From an optimization exercise on the open Yosys and OpenROAD flow, aimed at small area; shortcuts taken in it are not production practice.
Function was checked by simulation only, so behaviour that the tests miss may differ from the original.
No activity file was given, so power comes from the tool's default toggle rates.

// executeStage
module executeStage #(
    parameter int dataWidth    = 32,
    parameter int regAddrWidth = 5
) (
    input  logic              clk,
    input  logic              rstN,
    input  logic              clr,
    input  logic              regWriteD,
    input  logic [1:0]        resultSrcD,
    input  logic              memWriteD,
    input  logic              byteAddrD,
    input  logic [1:0]       jumpTypeD,
    input  logic [1:0]       branchTypeD,
    input  logic [2:0]       aluControlD,
    input  logic              aluSrcD,
    input  logic [31:0]      rd1D,
    input  logic [31:0]      rd2D,
    input  logic [31:0]      pcD,
    input  logic [4:0]       rs1D,
    input  logic [4:0]       rs2D,
    input  logic [4:0]       rdD,
    input  logic [31:0]      immExtD,
    input  logic [31:0]      pcPlus4D,
    input  logic [4:0]       rdW,
    input  logic              regWriteW,
    input  logic [31:0]      resultW,
    output logic              pcSrcE,
    output logic [31:0]      pcTargetE,
    output logic              regWriteM,
    output logic [1:0]        resultSrcM,
    output logic              memWriteM,
    output logic              byteAddrM,
    output logic [31:0]      aluResultM,
    output logic [31:0]      writeDataM,
    output logic [4:0]       rdM,
    output logic [31:0]      pcPlus4M
);
Settings: LEC_CHECK=0, CAP_MARGIN=20, CORE_MARGIN=2, CORE_UTILIZATION=58, GPL_TIMING_DRIVEN=0, SETUP_SLACK_MARGIN=0, SLEW_MARGIN=20; clock period 8.0 ns.
standard.sh (not shown) runs the stock make flow with config.mk's settings and CLKGATE_MAP_FILE= SYNTH_SCRIPT=/design/flow/synth_recipe.tcl, a recipe that flattens the netlist after the stock synthesis.
==> flow/flow/run.sh <==
#!/bin/bash
# Layout flow: the standard ORFS flow with three changes.
#  - synthesis: the standard script, but ABC maps the logic for area
#    (flow/abc_area.script, used through ABC_AREA=1); the resizer later sizes
#    what the timing needs. Registers are untouched, so they keep the
#    standard synthesis's names and cells.
#  - clock tree: clkbuf_8 buffers, sink clusters of up to 16, no dummy loads.
#  - placement: the smallest buffer (buf_1) on every port instead of the
#    delay cell that buffer_ports picks by default.
# Each tool's output goes to its own log in this folder.
set -euo pipefail
W=$PWD
rm -rf "$W/scripts_abc"
cp -r "$FLOW_HOME/scripts" "$W/scripts_abc"
cp "$W/flow/abc_area.script" "$W/scripts_abc/abc_area.script"
export BUFFER_PORTS_ARGS="-buffer_cell sky130_fd_sc_hd__buf_1"
export CTS_ARGS="-sink_clustering_enable -repair_clock_nets -dont_use_dummy_load -buf_list sky130_fd_sc_hd__clkbuf_8 -sink_clustering_size 16 -sink_clustering_max_diameter 65"
bash standard.sh SCRIPTS_DIR="$W/scripts_abc" ABC_AREA=1 synth > synth.log 2>&1
bash standard.sh finish > layout.log 2>&1
==> flow/flow/abc_area.script <==
strash
dch
amap
topo
The first run finished with negative setup slack left.
Edit:
==> flow/flow/abc_area.script (replaced) <==
strash
dch
map -a
topo
The changed run produced a clean layout.
Flip-flop and latch count does not change.
Worst hold slack improved by 0.0062 ns.
Cell count came out higher by 11%.
Register-to-register slack is better by 0.89 ns.
Utilization fell by 7.6 points.
Power goes down by 5.2%.
Wire length drops by 12%.
Clock skew went down by 0.018 ns.
Count of clock-buffer cells in the layout stays the same.
Area after synthesis grows by 5.1%.
Synthesized cell count increases by 20%.
Edit:
Settings changed: CORE_UTILIZATION 58 to 62.
What happened: The changed run produced a clean layout; wire length rises by 5.4%; critical path depth rises by 4; cell area is about the same; synthesized cell count is unchanged; clock-buffer cell count falls by 1; setup slack got worse by 0.11 ns.
Edit:
--- a/flow/flow/run.sh
+++ b/flow/flow/run.sh
@@ -17 +17 @@
-export CTS_ARGS="-sink_clustering_enable -repair_clock_nets -dont_use_dummy_load -buf_list sky130_fd_sc_hd__clkbuf_8 -sink_clustering_size 16 -sink_clustering_max_diameter 65"
+export CTS_ARGS="-sink_clustering_enable -repair_clock_nets -dont_use_dummy_load -buf_list sky130_fd_sc_hd__clkbuf_16 -sink_clustering_size 28 -sink_clustering_max_diameter 90"
Settings changed: CORE_UTILIZATION 62 to 58.
- The changed run completed with no timing, DRC or antenna violations
- area after synthesis is unchanged
- clock skew is lower by 0.017 ns
- via count is lower by 4.4%
- final cell count is higher by 1.5%
- maximum frequency stays flat
- first-iteration DRC count is higher by 4.1%
- die area is higher by 6.7%
- synthesized cell count is unchanged
- total power is higher by 0.71%
- non-clock buffer count is higher by 6

========
== run 1 ==
The RTL this note starts from:
==> flow/design.v <==
package rvPkg;
    typedef logic [31:0] dataWord;
    typedef logic [4:0] regAddr;
    typedef enum logic [2:0] {
        aluAdd = 3'd0,
        aluSub = 3'd1,
        aluAnd = 3'd2,
        aluOr  = 3'd3,
        aluXor = 3'd4,
        aluSlt = 3'd5,
        aluSll = 3'd6,
        aluSrl = 3'd7
    } aluOp;
    typedef enum logic [1:0] {
        brNone = 2'd0,
        brBeq  = 2'd1,
        brBne  = 2'd2,
        brBlt  = 2'd3
    } branchKind;
    typedef enum logic [1:0] {
        jmpNone = 2'd0,
        jmpJal  = 2'd1,
        jmpJalr = 2'd2
    } jumpKind;
    typedef enum logic [1:0] {
        resAlu     = 2'd0,
        resMem     = 2'd1,
        resPcPlus4 = 2'd2
    } resultKind;
    typedef enum logic [1:0] {
        fwdRegFile = 2'd0,
        fwdFromMem = 2'd1,
        fwdFromWb  = 2'd2
    } fwdSel;
endpackage
module executeStage #(
    parameter int dataWidth    = 32,
    parameter int regAddrWidth = 5
) (
    input  logic              clk,
    input  logic              rstN,
    input  logic              clr,
    input  logic              regWriteD,
    input  logic [1:0]        resultSrcD,
    input  logic              memWriteD,
    input  logic              byteAddrD,
    input  logic [1:0]       jumpTypeD,
    input  logic [1:0]       branchTypeD,
    input  logic [2:0]       aluControlD,
    input  logic              aluSrcD,
    input  logic [31:0]      rd1D,
    input  logic [31:0]      rd2D,
    input  logic [31:0]      pcD,
    input  logic [4:0]       rs1D,
    input  logic [4:0]       rs2D,
    input  logic [4:0]       rdD,
    input  logic [31:0]      immExtD,
    input  logic [31:0]      pcPlus4D,
    input  logic [4:0]       rdW,
    input  logic              regWriteW,
    input  logic [31:0]      resultW,
    output logic              pcSrcE,
    output logic [31:0]      pcTargetE,
    output logic              regWriteM,
    output logic [1:0]        resultSrcM,
    output logic              memWriteM,
    output logic              byteAddrM,
    output logic [31:0]      aluResultM,
    output logic [31:0]      writeDataM,
    output logic [4:0]       rdM,
    output logic [31:0]      pcPlus4M
);
    logic        regWriteE, memWriteE;
    logic [1:0]  jumpTypeE, branchTypeE;
    logic [1:0]  resultSrcE;
    logic        byteAddrE, aluSrcE;
    logic [2:0]  aluControlE;
    logic [31:0] rd1E, rd2E, pcE, immExtE, pcPlus4E;
    logic [4:0]  rs1E, rs2E, rdE;
    always_ff @(posedge clk or negedge rstN) begin
        if (!rstN) begin
            regWriteE   <= 1'b0;
            memWriteE   <= 1'b0;
            jumpTypeE   <= 2'd0;
            branchTypeE <= 2'd0;
        end else begin
            regWriteE   <= regWriteD & ~clr;
            memWriteE   <= memWriteD & ~clr;
            jumpTypeE   <= jumpTypeD & {2{~clr}};
            branchTypeE <= branchTypeD & {2{~clr}};
        end
    end
    always_ff @(posedge clk) begin
        resultSrcE  <= resultSrcD;
        byteAddrE   <= byteAddrD;
        aluSrcE     <= aluSrcD;
        aluControlE <= aluControlD;
        rd1E        <= rd1D;
        rd2E        <= rd2D;
        pcE         <= pcD;
        immExtE     <= immExtD;
        pcPlus4E    <= pcPlus4D;
        rs1E        <= rs1D;
        rs2E        <= rs2D;
        rdE         <= rdD;
    end
    logic        fwdMOk;
    logic        aFromM, aFromW, bFromM, bFromW;
    logic [31:0] srcA, wdE;
    logic        rs1Nz, rs2Nz;
    logic [31:0] aEarly, bEarly;
    assign rs1Nz  = |rs1E;
    assign rs2Nz  = |rs2E;
    assign fwdMOk = regWriteM & (resultSrcM == 2'd0);
    assign aFromM = fwdMOk & rs1Nz & (rdM == rs1E);
    assign bFromM = fwdMOk & rs2Nz & (rdM == rs2E);
    assign aFromW = regWriteW & rs1Nz & ~aFromM & (rdW == rs1E);
    assign bFromW = regWriteW & rs2Nz & ~bFromM & (rdW == rs2E);
    assign aEarly = aFromM ? aluResultM : rd1E;
    assign bEarly = bFromM ? aluResultM : rd2E;
    assign srcA   = aFromW ? resultW : aEarly;
    assign wdE    = bFromW ? resultW : bEarly;
    logic [31:0] srcB, bx, aluG, aluP, aluSum, shIn, shOut, aluResultE;
    logic        isSub, sltBit;
    assign srcB  = (bFromW & ~aluSrcE) ? resultW : (aluSrcE ? immExtE : bEarly);
    assign isSub = (aluControlE == 3'd1) | (aluControlE == 3'd5);
    assign bx    = srcB ^ {32{isSub}};
    assign aluG  = srcA & bx;
    assign aluP  = srcA ^ bx;
    bkAdd32 uAluAdd (.g(aluG), .p(aluP), .cin(isSub), .s(aluSum));
    assign sltBit = (srcA[31] ^ srcB[31]) ? srcA[31] : aluSum[31];
    always_comb begin
        for (int i = 0; i < 32; i++) shIn[i] = aluControlE[0] ? srcA[31-i] : srcA[i];
    end
    assign shOut = shIn << srcB[4:0];
    always_comb begin
        case (aluControlE)
            3'd0, 3'd1: aluResultE = aluSum;
            3'd2:       aluResultE = aluG;              
            3'd3:       aluResultE = aluG | aluP;       
            3'd4:       aluResultE = aluP;              
            3'd5:       aluResultE = {31'd0, sltBit};
            3'd6:       aluResultE = shOut;
            default: begin
                for (int i = 0; i < 32; i++) aluResultE[i] = shOut[31-i];
            end
        endcase
    end
    logic        brEq, brLt, takeBranch, isJalr;
    logic [31:0] tBase, tSum;
    cmp32 uCmp (.a(srcA), .b(wdE), .eq(brEq), .lt(brLt));
    always_comb begin
        case (branchTypeE)
            2'd1:    takeBranch = brEq;
            2'd2:    takeBranch = ~brEq;
            2'd3:    takeBranch = brLt;
            default: takeBranch = 1'b0;
        endcase
    end
    assign isJalr = jumpTypeE[1];
    assign pcSrcE = (jumpTypeE != 2'd0) | takeBranch;
    assign tBase = (aFromW & isJalr) ? resultW : (isJalr ? aEarly : pcE);
    bkAdd32 uTgtAdd (.g(tBase & immExtE), .p(tBase ^ immExtE), .cin(1'b0), .s(tSum));
    assign pcTargetE = {tSum[31:1], tSum[0] & ~isJalr};
    always_ff @(posedge clk or negedge rstN) begin
        if (!rstN) begin
            regWriteM <= 1'b0;
            memWriteM <= 1'b0;
        end else begin
            regWriteM <= regWriteE;
            memWriteM <= memWriteE;
        end
    end
    always_ff @(posedge clk) begin
        resultSrcM <= resultSrcE;
        byteAddrM  <= byteAddrE;
        aluResultM <= aluResultE;
        writeDataM <= wdE;
        rdM        <= rdE;
        pcPlus4M   <= pcPlus4E;
    end
endmodule
module bkAdd32 (
    input  logic [31:0] g,
    input  logic [31:0] p,
    input  logic        cin,
    output logic [31:0] s
);
    logic [31:0] G, P;
    always_comb begin
        G = g;
        P = p;
        G[0] = g[0] | (p[0] & cin);
        for (int l = 0; l < 5; l++) begin
            for (int i = 0; i < 32; i++) begin
                if ((i + 1) % (2 << l) == 0) begin
                    G[i] = G[i] | (P[i] & G[i - (1 << l)]);
                    P[i] = P[i] & P[i - (1 << l)];
                end
            end
        end
        for (int l = 3; l >= 0; l--) begin
            for (int i = 0; i < 32; i++) begin
                if ((i + 1) % (2 << l) == (1 << l) && i >= (2 << l)) begin
                    G[i] = G[i] | (P[i] & G[i - (1 << l)]);
                    P[i] = P[i] & P[i - (1 << l)];
                end
            end
        end
        s[0] = p[0] ^ cin;
        for (int i = 1; i < 32; i++) s[i] = p[i] ^ G[i-1];
    end
endmodule
module cmp32 (
    input  logic [31:0] a,
    input  logic [31:0] b,
    output logic        eq,
    output logic        lt
);
    logic [31:0] E, L;
    always_comb begin
        E = ~(a ^ b);
        L = ~a & b;
        L[31] = a[31] & ~b[31];
        for (int l = 0; l < 5; l++) begin
            for (int i = 0; i < 32; i++) begin
                if ((i + 1) % (2 << l) == 0) begin
                    L[i] = L[i] | (E[i] & L[i - (1 << l)]);
                    E[i] = E[i] & E[i - (1 << l)];
                end
            end
        end
        eq = E[31];
        lt = L[31];
    end
endmodule
clock: 8.0 ns
lec_check: 0
cap_margin: 20
core_margin: 2
core_utilization: 50
setup_slack_margin: 0.2
slew_margin: 20
==> flow/flow/run.sh <==
#!/bin/bash
# Layout flow: the standard ORFS flow (standard synthesis unchanged),
# with the smallest buffer on every port instead of the delay cell that
# buffer_ports picks by default. Each tool's output goes to its own log here.
set -euo pipefail
export BUFFER_PORTS_ARGS="-buffer_cell sky130_fd_sc_hd__buf_1"
bash standard.sh synth > synth.log 2>&1
bash standard.sh finish > layout.log 2>&1
Run 1 went all the way through the flow, and no timing, DRC or antenna check failed.
Input changes introduced in run 2 (baseline for comparison: run 1):
- GPL_TIMING_DRIVEN: unset -> 0
### Flow results
When run 2 is set beside run 1, its number of buffers other than clock buffers in the final layout turns out to be 39 smaller. Relative to run 1, total length of routed wires has increased by 8.1% in run 2. Run 2 vs run 1: final critical delay including setup and external delays up in run 2. Lower post-route cell area goes to run 2 over run 1. NOTE critical path depth run 1->run 2 decreased by a little under 10%. Run 1 reached the end of the flow, and the finished layout is clean on the timing, design-rule and antenna checks. Run 2 finished all stages; the layout is clean. Summary of run 2 over run 1: HPWL reported at the end of detailed placement moved up, met2 track demand over resource in global routing has increased, switching power total picked up an extra about 4.7%, global-route usage now sits higher, first-iteration DRC count went up. Setup slack after layout: run 2 vs run 1 down 0.072 ns.
Input changes introduced in run 3 (baseline for comparison: run 2):
- a deleted GPL_TIMING_DRIVEN that had been 0
==> flow/flow/run.sh <==
#!/bin/bash
# Layout flow: the standard ORFS flow (standard synthesis unchanged),
# with the smallest buffer on every port instead of the delay cell that
# buffer_ports picks by default, and a clock tree of smaller buffers without
# dummy loads. Each tool's output goes to its own log here.
set -euo pipefail
export BUFFER_PORTS_ARGS="-buffer_cell sky130_fd_sc_hd__buf_1"
export CTS_ARGS="-sink_clustering_enable -repair_clock_nets -dont_use_dummy_load -buf_list sky130_fd_sc_hd__clkbuf_8"
bash standard.sh synth > synth.log 2>&1
bash standard.sh finish > layout.log 2>&1
### Flow results
Looking at the reports, run 3 completed the entire flow and the layout it produced met the timing, design-rule and antenna checks.
Shortest period the worst path allows was higher in run 2 than in run 3.
| highest achievable clock rate | lower: run 2 |
Part of the power in the clock network, run 3 and run 2, higher one = run 2.
met1 wire length down about 3% in run 3 wrt run 2
Period utilization: run 3 < run 2
As far as clock transition at the registers of the reported paths is concerned, run 2 and run 3 perform about the same.

-- re-timing with driven ports --
In the flow no input, the clock included, has a driving cell. The finished layouts below were timed again as built, in two steps. Step 1, drivers: a clkbuf_16 drives clk and a buf_2 each remaining input, both assumed. Step 2 moves the port delays by t, midway between the first and last clock arrival at a register: inputs arrive t later, outputs are due t later. That takes back most of the time a late clock gives input paths. Slacks: no drivers / after step 1 / after step 2; pairs: no drivers / after step 1.
run	t, ns	setup WS [ns]	pins driven straight from the clock port
the first run of note 1	0.615	-1.379 / -1.422 / -1.422	1
the second run of note 1	0.602	0.306 / 0.284 / -0.146	1
the third run of note 1	0.607	0.200 / 0.176 / -0.333	1
the fourth run of note 1	0.547	0.222 / 0.198 / -0.102	1
run 1	0.625	0.150 / 0.109 / 0.109	1
run 2	0.638	0.078 / 0.024 / -0.293	1
run 3	0.614	0.171 / 0.136 / 0.136	1
Met with ideal ports but missed after step 2: setup timing in the second run of note 1, the third run of note 1, the fourth run of note 1 and run 2. The setup slack of the third run of note 1, which loses most, moves by -0.024 ns with the drivers and by -0.533 ns with both steps.
